Context: an optimization exercise on an open-source flow, tuned for small area and a short achievable clock period. The choices shown serve that exercise and are no tape-out recipe. Only simulation tests tie the RTL to the original design; equivalence was not proved. Power figures rest on the tool's default switching activity, not on a simulated workload.

==> inputs of run a <==
Design calc_top, start of the top module:
module calc_top (
  input  logic                      clk_i,
  input  logic                      rst_n_i,
  input  logic                      dispatch_v_i,
  input  logic [32-1:0]       instr_i,
  input  logic [32-1:0]       rs1_data_i,
  input  logic [32-1:0]       rs2_data_i,
  input  logic                      flush_i,
  output logic                      wb_v_o,
  output logic [5-1:0] wb_rd_addr_o,
  output logic [32-1:0]       wb_data_o
);
clock: 8.0 ns
lec_check: 0
abc_clock_period_in_ps: 3000
cap_margin: 20
core_margin: 2
core_utilization: 48
cts_buf_list: sky130_fd_sc_hd__clkbuf_8
setup_slack_margin: 4.2
slew_margin: 20
tns_end_percent: 5
standard.sh (not shown) runs the stock make flow with config.mk's settings and CLKGATE_MAP_FILE= SYNTH_SCRIPT=/design/flow/synth_recipe.tcl, a recipe that flattens the netlist after the stock synthesis.
==> flow/flow/run.sh <==
#!/bin/bash
# The standard layout (the standard.sh, all ORFS stages unchanged) with
# one change: the ports are buffered with buf_2 cells instead of the cell
# buffer_ports picks on its own (clkdlybuf4s50_1). Every port still gets
# its own buffer. make's full output goes to flow_make.log here; each ORFS
# step keeps its own log under orfs/logs/.
set -euo pipefail
bash standard.sh "BUFFER_PORTS_ARGS=-buffer_cell sky130_fd_sc_hd__buf_2" finish > flow_make.log 2>&1
==> run b (differences from run a) <==
--- a/flow/config.mk
+++ b/flow/config.mk
@@ -9,7 +9,7 @@
 export CAP_MARGIN = 20
 export CORE_MARGIN = 2
-export CORE_UTILIZATION = 48
+export CORE_UTILIZATION = 40
 export CTS_BUF_LIST = sky130_fd_sc_hd__clkbuf_8
-export SETUP_SLACK_MARGIN = 4.2
+export SETUP_SLACK_MARGIN = 4.4
 export SLEW_MARGIN = 20
 export TNS_END_PERCENT = 5
==> comparison table <==
quantity	run b	run a
Result of the run	no timing/DRC/antenna violations	no timing/DRC/antenna violations
Number of nets at the end of the flow	3808	3764
Power in combinational cells	1450 uW	1460 uW
Final hold slack	0.3679 ns	0.3690 ns
Fraction of area in clock buffers and inverters	2.842%	3.115%
Worst Path Required	8.50 ns	8.49 ns
Depth of the worst register-to-register path	11	13
Critical Path Stages	9	13
Slack of the critical path	4.228 ns	4.084 ns
Sw frac	39.67%	40.63%
Area occupied by registers	4897 um2	4876 um2
Cell area after layout	32360 um2	30890 um2
Minimum clock period	3.772 ns	3.916 ns
Hold-critical path endpoint	completion_pipe_i.data_r[85]	completion_pipe_i.data_r[76]
Count of buffering cells on the critical path with inverters included	2	3

---

==> build 72 <==
calc_top, a different RTL version from the one above (not shown whole).
Settings: LEC_CHECK=0, ABC_CLOCK_PERIOD_IN_PS=3000, CAP_MARGIN=20, CORE_MARGIN=2, CORE_UTILIZATION=40, CTS_BUF_LIST=sky130_fd_sc_hd__clkbuf_8, SETUP_SLACK_MARGIN=4.4, SLEW_MARGIN=20, TNS_END_PERCENT=5; clock period 8.0 ns.
Scripts as last shown in full above: flow/flow/run.sh
==> build 71: changes against build 72 <==
PLACE_DENSITY = 0.5   (was unset)
TNS_END_PERCENT = 20   (was 5)
==> comparison <==
- In sequential cell count, build 71 and build 72 do not differ.
- Of build 71 and build 72, build 71 has the higher final cell count (gap 0.75%, measured against build 72).
- Between build 71 and build 72, the lower routed wire length is in build 72 (gap about 12%, measured against build 72).
- Critical path depth is the same in build 72 and build 71.
- In register-to-register slack, build 71 and build 72 hardly differ.
- Between build 72 and build 71, the lower sequential power is in build 72 (gap about 2%, measured against build 71).
- Of build 72 and build 71, build 71 has the higher total power (gap about 5%, measured against build 71).
- In build 71 the non-clock buffer count is higher than in build 72, by 22.
- Of build 72 and build 71, build 71 has the higher global-route usage (gap 4.8 points).
- Maximum frequency is about the same in build 72 and build 71.
==> figures <==
item                                                              build 71     build 72
Antenna cells                                                            8            2
Sequential power                                                 0.00175 W    0.00171 W
Maximum fanout along the worst path                                     47           30
Worst Skew                                                       0.1096 ns   0.07758 ns
Req. time, crit path                                               8.52 ns      8.48 ns
First-pass GRT wire length                                        241.9 mm     219.1 mm
Number of vias after detailed routing                               33.71k       33.13k
Total instance count after detailed placement                        4,487        4,489
Number of global-route vias before repair                           31.70k       29.81k
Post-Place Cell Area                                           0.03145 mm2  0.03144 mm2
Actual slew at the worst max-slew pin                             1.093 ns     1.257 ns
Drt initial violations                                               5,723        6,373
Ratio of cells with drive above 1 in the final layout               21.50%       19.73%
Part of the power in the clock network                               21.2%        20.0%
Drt first pass iters                                                    11           10
Cell Int Power                                                  0.003713 W   0.003568 W
Final worst-path cycle share                                        47.15%       47.10%
Number of gates given a new drive strength after cts                   273          189
Clock network latency to the later pin of the worst-skew pair      0.73 ns      0.69 ns
Area of the multi-input gates                                  0.02362 mm2  0.02341 mm2
Run status                                no timing/DRC/antenna violations  no timing/DRC/antenna violations
Share of the final layout cell area in multi-input gates            66.01%       66.85%

---

==> inputs of indigo <==
calc_top with an RTL version that a note above also has.
make LEC_CHECK=0 ABC_CLOCK_PERIOD_IN_PS=3000 CAP_MARGIN=20 CORE_MARGIN=2 CORE_UTILIZATION=40 SETUP_SLACK_MARGIN=4.8 SLEW_MARGIN=20 finish   # period 8.0 ns
run.sh (not shown) runs the stock make flow with config.mk's settings and CLKGATE_MAP_FILE= SYNTH_SCRIPT=/design/flow/synth_recipe.tcl, a recipe that flattens the netlist after the stock synthesis.
Stock flow here: none of the scripts above is used.
==> quartz: changes against indigo <==
==> flow/flow/run.sh (new file) <==
#!/bin/bash
# The standard layout (the standard.sh, all ORFS stages unchanged) with
# one change: the ports are buffered with buf_2 cells instead of the cell
# buffer_ports picks on its own (clkdlybuf4s50_1). Every port still gets
# its own buffer. make's full output goes to flow_make.log here; each ORFS
# step keeps its own log under orfs/logs/.
set -euo pipefail
bash standard.sh "BUFFER_PORTS_ARGS=-buffer_cell sky130_fd_sc_hd__buf_2" finish > flow_make.log 2>&1
==> flow/standard.sh (new file) <==
#!/bin/bash
# synth_recipe.tcl (not shown) runs the flow's synth.tcl, then flattens the netlist and writes it again
# the make line also repeats each setting of config.mk as NAME=value (left out here)
make -C /OpenROAD-flow-scripts/flow DESIGN_CONFIG=/design/flow/config.mk WORK_HOME=/design/flow/orfs CLKGATE_MAP_FILE= SYNTH_SCRIPT=/design/flow/synth_recipe.tcl "${@:-finish}"
--- a/flow/config.mk
+++ b/flow/config.mk
@@ -9,5 +9,7 @@
 export CAP_MARGIN = 20
 export CORE_MARGIN = 2
 export CORE_UTILIZATION = 40
-export SETUP_SLACK_MARGIN = 4.8
+export CTS_BUF_LIST = sky130_fd_sc_hd__clkbuf_8
+export SETUP_SLACK_MARGIN = 4.2
 export SLEW_MARGIN = 20
+export TNS_END_PERCENT = 5
removed: flow/run.sh
==> comparison table <==
| quantity | indigo | quartz |
|---|---|---|
| Comb_multi_in | 2491 | 2487 |
| Critical path buffers and inverters | 4 | 1 |
| Transition time at the pin with the least slew margin | 0.904 ns | 0.961 ns |
| Result of the run | no timing/DRC/antenna violations | no timing/DRC/antenna violations |
| Wire length on met1 | 50100 um | 45600 um |
| Worst-case clock skew | 0.0198 ns | 0.0678 ns |
| Clock latency on the worst-skew pair | 0.58 ns | 0.67 ns |
| Initial DRT Pass Iterations | 10 | 9 |
| Combinational gate power | 1.97 mW | 1.32 mW |
| Remaining max-slew budget at the tightest pin | 0.391 | 0.352 |
| Register area | 4940 sq um | 4890 sq um |
| Lkg Pwr | 15.2 nW | 12.7 nW |
| Cell-internal power | 2.83 mW | 2.55 mW |
| Wire length of the first global-routing pass | 198000 um | 170000 um |
| Register share of the cell area | 0.128 | 0.160 |
| Worst voltage drop across the vdd grid | 0.170 mV | 0.119 mV |
| Total clock buffers created by CTS | 27 | 42 |
| Power Clock | 1.25 mW | 1.33 mW |
| Sum of met2 wire segment lengths after detailed routing | 58400 um | 51600 um |
| Weighted congestion reported at the end of routability-driven placement | 1.00 | 1.04 |
| Final cycle utilization of the critical path | 0.461 | 0.489 |
| Post-cts resize count | 587 | 76 |
| Data required, critical path | 8.46 ns | 8.47 ns |
| Wirelength per Cell | 32.7 um | 28.7 um |

---

==> v36: inputs <==
Starting RTL as in the previous note.
// calc_top
module calc_top (
  input  logic                      clk_i,
  input  logic                      rst_n_i,
  input  logic                      dispatch_v_i,
  input  logic [32-1:0]       instr_i,
  input  logic [32-1:0]       rs1_data_i,
  input  logic [32-1:0]       rs2_data_i,
  input  logic                      flush_i,
  output logic                      wb_v_o,
  output logic [5-1:0] wb_rd_addr_o,
  output logic [32-1:0]       wb_data_o
);
==> flow/config.mk <==
export PLATFORM = sky130hd
export DESIGN_NAME = calc_top
export DESIGN_NICKNAME = calc_top
export VERILOG_FILES = /design/flow/design.v
export SDC_FILE = /design/flow/constraint.sdc
export NUM_CORES = 4
export LEC_CHECK = 0
export ABC_CLOCK_PERIOD_IN_PS = 2500
export CAP_MARGIN = 20
export CORE_MARGIN = 2
export CORE_UTILIZATION = 40
export SETUP_SLACK_MARGIN = 5
export SLEW_MARGIN = 20
==> flow/constraint.sdc <==
create_clock -name core_clock -period 8.0 [get_ports {clk_i}]
set_input_delay 1.6000 -clock core_clock [delete_from_list [all_inputs] [get_ports {clk_i}]]
set_output_delay 1.6000 -clock core_clock [all_outputs]
set_load 0.01 [all_outputs]
Stock flow here: none of the scripts above is used.
==> v27 (differences from v36) <==
==> flow/flow/run.sh (new file) <==
#!/bin/bash
# The standard layout (the standard.sh, all ORFS stages unchanged) with
# one change: the ports are buffered with buf_2 cells instead of the cell
# buffer_ports picks on its own (clkdlybuf4s50_1). Every port still gets
# its own buffer. make's full output goes to flow_make.log here; each ORFS
# step keeps its own log under orfs/logs/.
set -euo pipefail
bash standard.sh "BUFFER_PORTS_ARGS=-buffer_cell sky130_fd_sc_hd__buf_2" finish > flow_make.log 2>&1
==> flow/standard.sh (new file) <==
#!/bin/bash
# synth_recipe.tcl (not shown) runs the flow's synth.tcl, then flattens the netlist and writes it again
# the make line also repeats each setting of config.mk as NAME=value (left out here)
make -C /OpenROAD-flow-scripts/flow DESIGN_CONFIG=/design/flow/config.mk WORK_HOME=/design/flow/orfs CLKGATE_MAP_FILE= SYNTH_SCRIPT=/design/flow/synth_recipe.tcl "${@:-finish}"
--- a/flow/config.mk
+++ b/flow/config.mk
@@ -6,8 +6,10 @@
 export NUM_CORES = 4
 export LEC_CHECK = 0
-export ABC_CLOCK_PERIOD_IN_PS = 2500
+export ABC_CLOCK_PERIOD_IN_PS = 3000
 export CAP_MARGIN = 20
 export CORE_MARGIN = 2
 export CORE_UTILIZATION = 40
-export SETUP_SLACK_MARGIN = 5
+export CTS_BUF_LIST = sky130_fd_sc_hd__clkbuf_8
+export SETUP_SLACK_MARGIN = 3.8
 export SLEW_MARGIN = 20
+export TNS_END_PERCENT = 5
removed: flow/run.sh
==> v3 (differences from v36) <==
==> flow/flow/run.sh (new file) <==
#!/bin/bash
# The standard layout (the standard.sh, all ORFS stages unchanged) with
# one change: the ports are buffered with buf_2 cells instead of the cell
# buffer_ports picks on its own (clkdlybuf4s50_1). Every port still gets
# its own buffer. make's full output goes to flow_make.log here; each ORFS
# step keeps its own log under orfs/logs/.
set -euo pipefail
bash standard.sh "BUFFER_PORTS_ARGS=-buffer_cell sky130_fd_sc_hd__buf_2" finish > flow_make.log 2>&1
==> flow/standard.sh (new file) <==
#!/bin/bash
# synth_recipe.tcl (not shown) runs the flow's synth.tcl, then flattens the netlist and writes it again
# the make line also repeats each setting of config.mk as NAME=value (left out here)
make -C /OpenROAD-flow-scripts/flow DESIGN_CONFIG=/design/flow/config.mk WORK_HOME=/design/flow/orfs CLKGATE_MAP_FILE= SYNTH_SCRIPT=/design/flow/synth_recipe.tcl "${@:-finish}"
--- a/flow/config.mk
+++ b/flow/config.mk
@@ -6,8 +6,10 @@
 export NUM_CORES = 4
 export LEC_CHECK = 0
-export ABC_CLOCK_PERIOD_IN_PS = 2500
+export ABC_CLOCK_PERIOD_IN_PS = 3000
 export CAP_MARGIN = 20
 export CORE_MARGIN = 2
-export CORE_UTILIZATION = 40
-export SETUP_SLACK_MARGIN = 5
+export CORE_UTILIZATION = 55
+export CTS_BUF_LIST = sky130_fd_sc_hd__clkbuf_8
+export SETUP_SLACK_MARGIN = 4.4
 export SLEW_MARGIN = 20
+export TNS_END_PERCENT = 5
removed: flow/run.sh
==> comparison table <==
quantity                                                                                    v27                         v3                             v36
Std-Cell Core Area                                                                   0.0685 mm²                 0.0499 mm²                      0.0685 mm²
Result of the run                                              no timing/DRC/antenna violations  no timing/DRC/antenna violations  no timing/DRC/antenna violations
Maximum operating frequency                                                           0.232 GHz                  0.256 GHz                       0.271 GHz
Slack of the worst reg-to-reg path                                                      3.69 ns                    4.12 ns                         4.31 ns
Post-route cell area                                                                 0.0299 mm²                 0.0308 mm²                      0.0397 mm²
Fraction of power consumed by combinational cells                                         32.2%                      34.6%                           42.1%
Leak Pwr                                                                                12.4 nW                    12.9 nW                         15.8 nW
Crit path setup slack, layout                                                           3.69 ns                    4.09 ns                         4.31 ns
Leading power group                                                                   registers                  registers             combinational logic
Actual slew at the worst max-slew pin                                                   1.20 ns                    1.20 ns                        0.728 ns
Setup slack at placement                                                                3.17 ns                    3.31 ns                         3.31 ns
Global routing usage on met2                                                              50.9%                      69.1%                           56.1%
Overall via count from detail_route                                                       26700                      28600                           31000
Source of the critical timing path                           issue_stage_i.ex_op_b_o[5]$_DFF_P_                instr_i[17]  issue_stage_i.ex_mul_o$_DFF_P_
Relative area of non-clock buffer cells in the final design                               4.87%                      7.17%                           18.2%
Floorplan die area                                                                   0.0712 mm²                 0.0520 mm²                      0.0712 mm²
Internal Pwr Total                                                                    0.00247 W                  0.00253 W                       0.00293 W
HPWL reported at the end of detailed placement                                         89100 µm                   91500 µm                        88600 µm
Master of the slowest instance on the critical path                       sky130_fd_sc_hd__fa_1  sky130_fd_sc_hd__a222oi_1           sky130_fd_sc_hd__fa_2
X dimension of the die                                                                   267 µm                     228 µm                          267 µm
Cells resized by post-CTS repair                                                             29                        123                             763
Startpoint-to-endpoint class of the critical path                                       reg2reg                     in2reg                         reg2reg

static timing again, ports no longer ideal:
The flow's constraints put no driver on any port. The routed layouts listed below were extracted and timed again, unchanged, in two steps. Step 1: set_driving_cell puts a clkbuf_16 on clk_i and a buf_2 on each other input, an assumption about the parent block. Step 2 times the ports against the registers' clock, not the clock port: input delays grow and output delays shrink by t, the midpoint of the rising clock arrivals with the driver on. Slacks: ideal / step 1 / step 2; pairs: ideal / step 1.
run | t (ns) | slack for setup (ns) | worst hold slack (ns) | latest minus earliest clock arrival (ns)
run a | 0.709 | 4.084 / 4.084 / 3.507 | 0.369 / 0.369 / 0.369 | 0.057 / 0.057
run b | 0.705 | 4.228 / 4.273 / 3.568 | 0.368 / 0.368 / 0.368 | 0.049 / 0.048
build 72 | 0.710 | 4.232 / 4.232 / 3.608 | 0.365 / 0.365 / 0.365 | 0.078 / 0.078
build 71 | 0.735 | 4.228 / 4.228 / 3.785 | 0.370 / 0.370 / 0.370 | 0.109 / 0.109
indigo | 0.639 | 4.310 / 4.310 / 4.002 | 0.365 / 0.365 / 0.365 | 0.020 / 0.020
quartz | 0.695 | 4.087 / 4.087 / 3.496 | 0.362 / 0.362 / 0.362 | 0.068 / 0.068
v36 | 0.663 | 4.308 / 4.308 / 4.092 | 0.376 / 0.376 / 0.376 | 0.028 / 0.027
v27 | 0.706 | 3.694 / 3.694 / 3.368 | 0.367 / 0.367 / 0.367 | 0.049 / 0.049
v3 | 0.702 | 4.094 / 4.119 / 3.436 | 0.362 / 0.362 / 0.362 | 0.070 / 0.070
After both steps setup and hold are still met in every run listed. For run b, which loses most, drivers alone change the setup slack by +0.045 ns; drivers and shift together by -0.660 ns.
